Context: an optimization exercise on an open-source flow, tuned for small area. The choices shown serve that exercise and are no tape-out recipe.
In this exercise RTL edits were held to simulation tests only and were not proved equivalent to the original.
The flow treats the clock pin as an ideal source, which a real chip does not have.
Power figures rest on the tool's default switching activity, not on a simulated workload.

== lane 1 ==
Design cpu_state_core, start of the top module:
module cpu_state_core #(
   parameter logic [31:0] RESET_PC   = 32'h0000_0000,
   parameter logic [31:0] IR_RESET   = 32'h0000_0000,
   parameter int          DMEM_DEPTH = 64
) (
   input  logic        clock,
   input  logic        reset,
   input  logic        is_halt,
   input  logic        is_jal,
   input  logic        is_jalr,
   input  logic        branch_taken,
   input  logic [31:0] branch_target,
   input  logic [31:0] jalr_target,
   input  logic [31:0] imm_j,
   output logic [31:0] program_counter_value,
   input  logic [31:0] instruction_in,
   output logic [31:0] instruction_out,
   input  logic        memory_we,
   input  logic [31:0] address,
   input  logic [31:0] write_data,
   output logic [31:0] read_data
);
Size in the first run: about 6,400 cells after synthesis, roughly 300 I/O pins.
export LEC_CHECK = 0
export CAP_MARGIN = 20
export CORE_MARGIN = 2
export CORE_UTILIZATION = 60
export CTS_CLUSTER_DIAMETER = 100
export CTS_CLUSTER_SIZE = 30
export SLEW_MARGIN = 20
export SYNTH_HIERARCHICAL = 1
create_clock -name core_clock -period 15.0 [get_ports {clock}]
standard.sh (not shown) runs the stock make flow with config.mk's settings and CLKGATE_MAP_FILE= SYNTH_SCRIPT=/design/flow/synth_recipe.tcl, a recipe that flattens the netlist after the stock synthesis.
==> flow/flow/run.sh <==
#!/bin/bash
# Layout flow: the standard flow (standard synthesis unchanged), with
# three changes to how the layout is made:
#  - ports are buffered with the smallest buffer, sky130_fd_sc_hd__buf_1;
#  - clock tree synthesis inserts no dummy loads and routes the clock
#    with double width and spacing (non-default rule);
#  - after clock tree synthesis, flow/downsize.tcl gives logic gates and data
#    buffers a smaller drive strength where slew and timing clearly allow.
# Each step's full output is in orfs/logs/; make's own output is in
# flow_make.log.
set -euo pipefail
here=$(pwd)
export BUFFER_PORTS_ARGS="-buffer_cell sky130_fd_sc_hd__buf_1"
export CTS_ARGS="-sink_clustering_enable -repair_clock_nets -dont_use_dummy_load -sink_clustering_size 30 -sink_clustering_max_diameter 100 -apply_ndr full"
export POST_CTS_TCL="$here/flow/downsize.tcl"
bash standard.sh finish > flow_make.log 2>&1
Other scripts of this flow, unchanged in this note and not shown: flow/flow/downsize.tcl
Lane 1 went all the way through synthesis, placement and routing and the layout is clean on timing, DRC and antenna.
Input-level comparison between lane 2 and lane 1:
Settings: CTS_CLUSTER_SIZE now 32, was 30.
diff --git a/flow/flow/run.sh b/flow/flow/run.sh
--- a/flow/flow/run.sh
+++ b/flow/flow/run.sh
@@ -14 +14 @@
-export CTS_ARGS="-sink_clustering_enable -repair_clock_nets -dont_use_dummy_load -sink_clustering_size 30 -sink_clustering_max_diameter 100 -apply_ndr full"
+export CTS_ARGS="-sink_clustering_enable -repair_clock_nets -dont_use_dummy_load -sink_clustering_size 32 -sink_clustering_max_diameter 100 -apply_ndr full"
Findings:
The met1 layer wirelength in the final routing was comparable across lane 2 and lane 1.
From lane 1 to lane 2 the numbers moved as follows: part of the power in combinational logic closely matched the old numbers; global-route usage closely matched the old numbers; worst hold slack decreased by 0.0034 ns relative to the old numbers.
The run with more setup slack is lane 1; lane 2 has less.
Changes observed in lane 2 relative to lane 1: maximum frequency shrank by 0.00044 GHz, final core utilization level.

---

cpu_state_core, a different RTL version from the one above (not shown whole).
For scale: ~6500 cells after synthesis, ~2100 flip-flops, ~300 I/O pins, about 71000 µm² of cells after synthesis.
==> flow/config.mk <==
export PLATFORM = sky130hd
export DESIGN_NAME = cpu_state_core
export DESIGN_NICKNAME = cpu_state_core
export VERILOG_FILES = /design/flow/design.v
export SDC_FILE = /design/flow/constraint.sdc
export NUM_CORES = 4
export LEC_CHECK = 0
export CAP_MARGIN = 20
export CORE_MARGIN = 2
export CORE_UTILIZATION = 60
export CTS_CLUSTER_DIAMETER = 90
export CTS_CLUSTER_SIZE = 28
export SLEW_MARGIN = 20
export SYNTH_HIERARCHICAL = 1
==> flow/constraint.sdc <==
create_clock -name core_clock -period 15.0 [get_ports {clock}]
set_input_delay 3.0000 -clock core_clock [delete_from_list [all_inputs] [get_ports {clock}]]
set_output_delay 3.0000 -clock core_clock [all_outputs]
set_load 0.01 [all_outputs]
==> flow/flow/run.sh <==
#!/bin/bash
# Layout flow: the standard flow (standard synthesis unchanged), with
# three changes to how the layout is made:
#  - after floorplan, logic gates that synthesis upsized are set back to
#    drive strength 1 (flow/downsize.tcl); placement's repair steps then
#    resize or buffer whatever needs more drive;
#  - ports are buffered with the smallest buffer, sky130_fd_sc_hd__buf_1;
#  - clock tree synthesis inserts no dummy loads.
# Each step's full output is in orfs/logs/; make's own output is in
# flow_make.log.
set -euo pipefail
here=$(pwd)
export POST_FLOORPLAN_TCL="$here/flow/downsize.tcl"
export BUFFER_PORTS_ARGS="-buffer_cell sky130_fd_sc_hd__buf_1"
export CTS_ARGS="-sink_clustering_enable -repair_clock_nets -dont_use_dummy_load -sink_clustering_size 28 -sink_clustering_max_diameter 90"
bash standard.sh finish > flow_make.log 2>&1
==> flow/flow/downsize.tcl <==
# Downsize synthesis' upsized logic gates to drive strength 1 (or the
# smallest strength the library has). Buffers, inverters used as buffers
# by later repair, clock cells and flip-flops are left alone. Placement's
# and global routing's repair steps then buffer or resize any net that
# needs more drive.
set n_swapped 0
set area_saved 0.0
foreach inst [[ord::get_db_block] getInsts] {
  set master [$inst getMaster]
  set name [$master getName]
  if { ![regexp {^sky130_fd_sc_hd__([a-z0-9]+)_([0-9]+)$} $name -> base drive] } { continue }
  if { $drive <= 1 } { continue }
  if { [regexp {^(buf|clkbuf|clkinv|clkdly|dly|df|edf|sdf|sedf|dl|conb|tap|fill|decap|diode|bufinv|bufbuf|lpflow)} $base] } { continue }
  set target ""
  foreach d {1 0} {
    set cand [[ord::get_db] findMaster "sky130_fd_sc_hd__${base}_$d"]
    if { $cand != "NULL" } { set target $cand; break }
  }
  if { $target == "" } { continue }
  set a_old [expr {[$master getWidth] * [$master getHeight]}]
  set a_new [expr {[$target getWidth] * [$target getHeight]}]
  if { $a_new >= $a_old } { continue }
  if { [$inst swapMaster $target] } {
    incr n_swapped
    set area_saved [expr {$area_saved + ($a_old - $a_new) / 1e6}]
  }
}
puts "downsize.tcl: swapped $n_swapped cells, $area_saved um^2 less"
The first run completed without violations.
==> next run, changes <==
==> flow/flow/run.sh (replaced) <==
#!/bin/bash
# Layout flow: the standard flow (standard synthesis unchanged), with
# three changes to how the layout is made:
#  - ports are buffered with the smallest buffer, sky130_fd_sc_hd__buf_1;
#  - clock tree synthesis inserts no dummy loads;
#  - after global routing, cells off the critical paths are downsized
#    (ORFS's RECOVER_POWER step, on every path with positive slack).
# Each step's full output is in orfs/logs/; make's own output is in
# flow_make.log.
set -euo pipefail
export BUFFER_PORTS_ARGS="-buffer_cell sky130_fd_sc_hd__buf_1"
export CTS_ARGS="-sink_clustering_enable -repair_clock_nets -dont_use_dummy_load -sink_clustering_size 28 -sink_clustering_max_diameter 90"
export RECOVER_POWER=100
bash standard.sh finish > flow_make.log 2>&1
--- a/flow/config.mk
+++ b/flow/config.mk
@@ -9,3 +9,3 @@
 export CORE_MARGIN = 2
-export CORE_UTILIZATION = 60
+export CORE_UTILIZATION = 70
 export CTS_CLUSTER_DIAMETER = 90
removed: flow/flow/downsize.tcl
Outcome: The new run completed and failed the layout checks on capacitance limit, slew limit. First-iteration DRC count grows by 9.8%. Via count stays flat. Register-to-register slack loses 0.16 ns. Final area is lower by 0.48%.
==> next run, changes <==
==> flow/flow/run.sh (replaced) <==
#!/bin/bash
# Layout flow: the standard flow (standard synthesis unchanged), with
# three changes to how the layout is made:
#  - ports are buffered with the smallest buffer, sky130_fd_sc_hd__buf_1;
#  - clock tree synthesis inserts no dummy loads;
#  - after clock tree synthesis, flow/downsize.tcl gives logic gates and data
#    buffers a smaller drive strength where slew and timing clearly allow.
# Each step's full output is in orfs/logs/; make's own output is in
# flow_make.log.
set -euo pipefail
here=$(pwd)
export BUFFER_PORTS_ARGS="-buffer_cell sky130_fd_sc_hd__buf_1"
export CTS_ARGS="-sink_clustering_enable -repair_clock_nets -dont_use_dummy_load -sink_clustering_size 28 -sink_clustering_max_diameter 90"
export POST_CTS_TCL="$here/flow/downsize.tcl"
bash standard.sh finish > flow_make.log 2>&1
==> flow/flow/downsize.tcl (new file) <==
# Sourced at the end of clock tree synthesis (POST_CTS_TCL): gives logic gates
# and data buffers a smaller drive strength where that is clearly safe.
# Each candidate is swapped to the next smaller strength and kept only if,
# with placement parasitics, the slew at its output and at every pin of its
# output net stays under 0.75 ns (half the library's limit) and the worst
# setup slack stays above 1 ns. Clock cells and flip-flops are left alone.
# Global routing's own repair steps run afterwards as usual.
set_propagated_clock [all_clocks]
estimate_parasitics -placement

proc downsize_ok { inst } {
  foreach pin [get_pins -of_objects $inst -filter "direction==output"] {
    foreach p [get_pins -of_objects [get_nets -of_objects $pin]] {
      if { [get_property $p slew_max] > 0.75 } { return 0 }
    }
  }
  return [expr {[sta::worst_slack_cmd max] > 1e-9}]
}

set saved 0.0
set n 0
set order {16 12 8 6 4 2 1 0}
foreach inst [get_cells *] {
  set ref [get_property $inst ref_name]
  if { ![regexp {^sky130_fd_sc_hd__([a-z0-9]+)_([0-9]+)$} $ref -> base drive] } { continue }
  if { [regexp {^(clkbuf|clkinv|clkdly|dly|df|edf|sdf|sedf|dl|conb|tap|fill|decap|diode|lpflow)} $base] } { continue }
  set i [lsearch $order $drive]
  if { $i < 0 } { continue }
  foreach d [lrange $order [expr {$i + 1}] end] {
    set cand [get_lib_cells -quiet sky130_fd_sc_hd__${base}_$d]
    if { $cand == "" } { continue }
    set a_old [get_property [get_lib_cells $ref] area]
    set a_new [get_property $cand area]
    if { $a_new >= $a_old } { continue }
    replace_cell $inst $cand
    if { [downsize_ok $inst] } {
      set saved [expr {$saved + $a_old - $a_new}]
      incr n
      set ref [get_property $inst ref_name]
    } else {
      replace_cell $inst [get_lib_cells $ref]
      break
    }
  }
}
puts "downsize.tcl: $n swaps, $saved um^2 less"
--- a/flow/config.mk
+++ b/flow/config.mk
@@ -9,3 +9,3 @@
 export CORE_MARGIN = 2
-export CORE_UTILIZATION = 70
+export CORE_UTILIZATION = 60
 export CTS_CLUSTER_DIAMETER = 90
This time the run finished with timing, DRC and antenna clean.
Setup slack improved by 0.18 ns.
Clock skew shrinks by 0.017 ns.
Cell area stays flat.
Wire length came out higher by 2.1%.
Sequential share of layout area barely changes.
Combinational power hardly moves.
Total power barely changes.
Cell count rose by 2.4%.
Die area increases by 16%.
Critical path depth goes up by 1.

[re-timing with driven ports]
In the flow no input, the clock included, has a driving cell. The finished layouts below were timed again as built, in two steps. Step 1 sets driving cells, clkbuf_16 on the clock port and buf_2 on the other inputs (assumed; they add their load-dependent delay and slew). Step 2 adds t to the input delays and takes it off the output delays; t is the mean of the earliest and latest rising clock arrival at the registers after step 1. Input paths then give back, and output paths get back, about the clock's delay inside the block. Three values: ideal, step 1, step 2; two values: the first two.
run	t (ns)	slack for setup (ns)	worst slew at a driven data input, ns
lane 1	0.778	2.020 / 2.062 / 1.284	0.17
lane 2	0.758	1.945 / 1.984 / 1.227	0.17
the first run of note 2	0.788	2.515 / 2.578 / 1.789	0.20
the second run of note 2	0.772	2.308 / 2.370 / 1.598	0.20
the third run of note 2	0.784	2.488 / 2.543 / 1.759	0.19
For lane 1, which loses most, drivers alone change the setup slack by +0.042 ns; drivers and shift together by -0.736 ns.
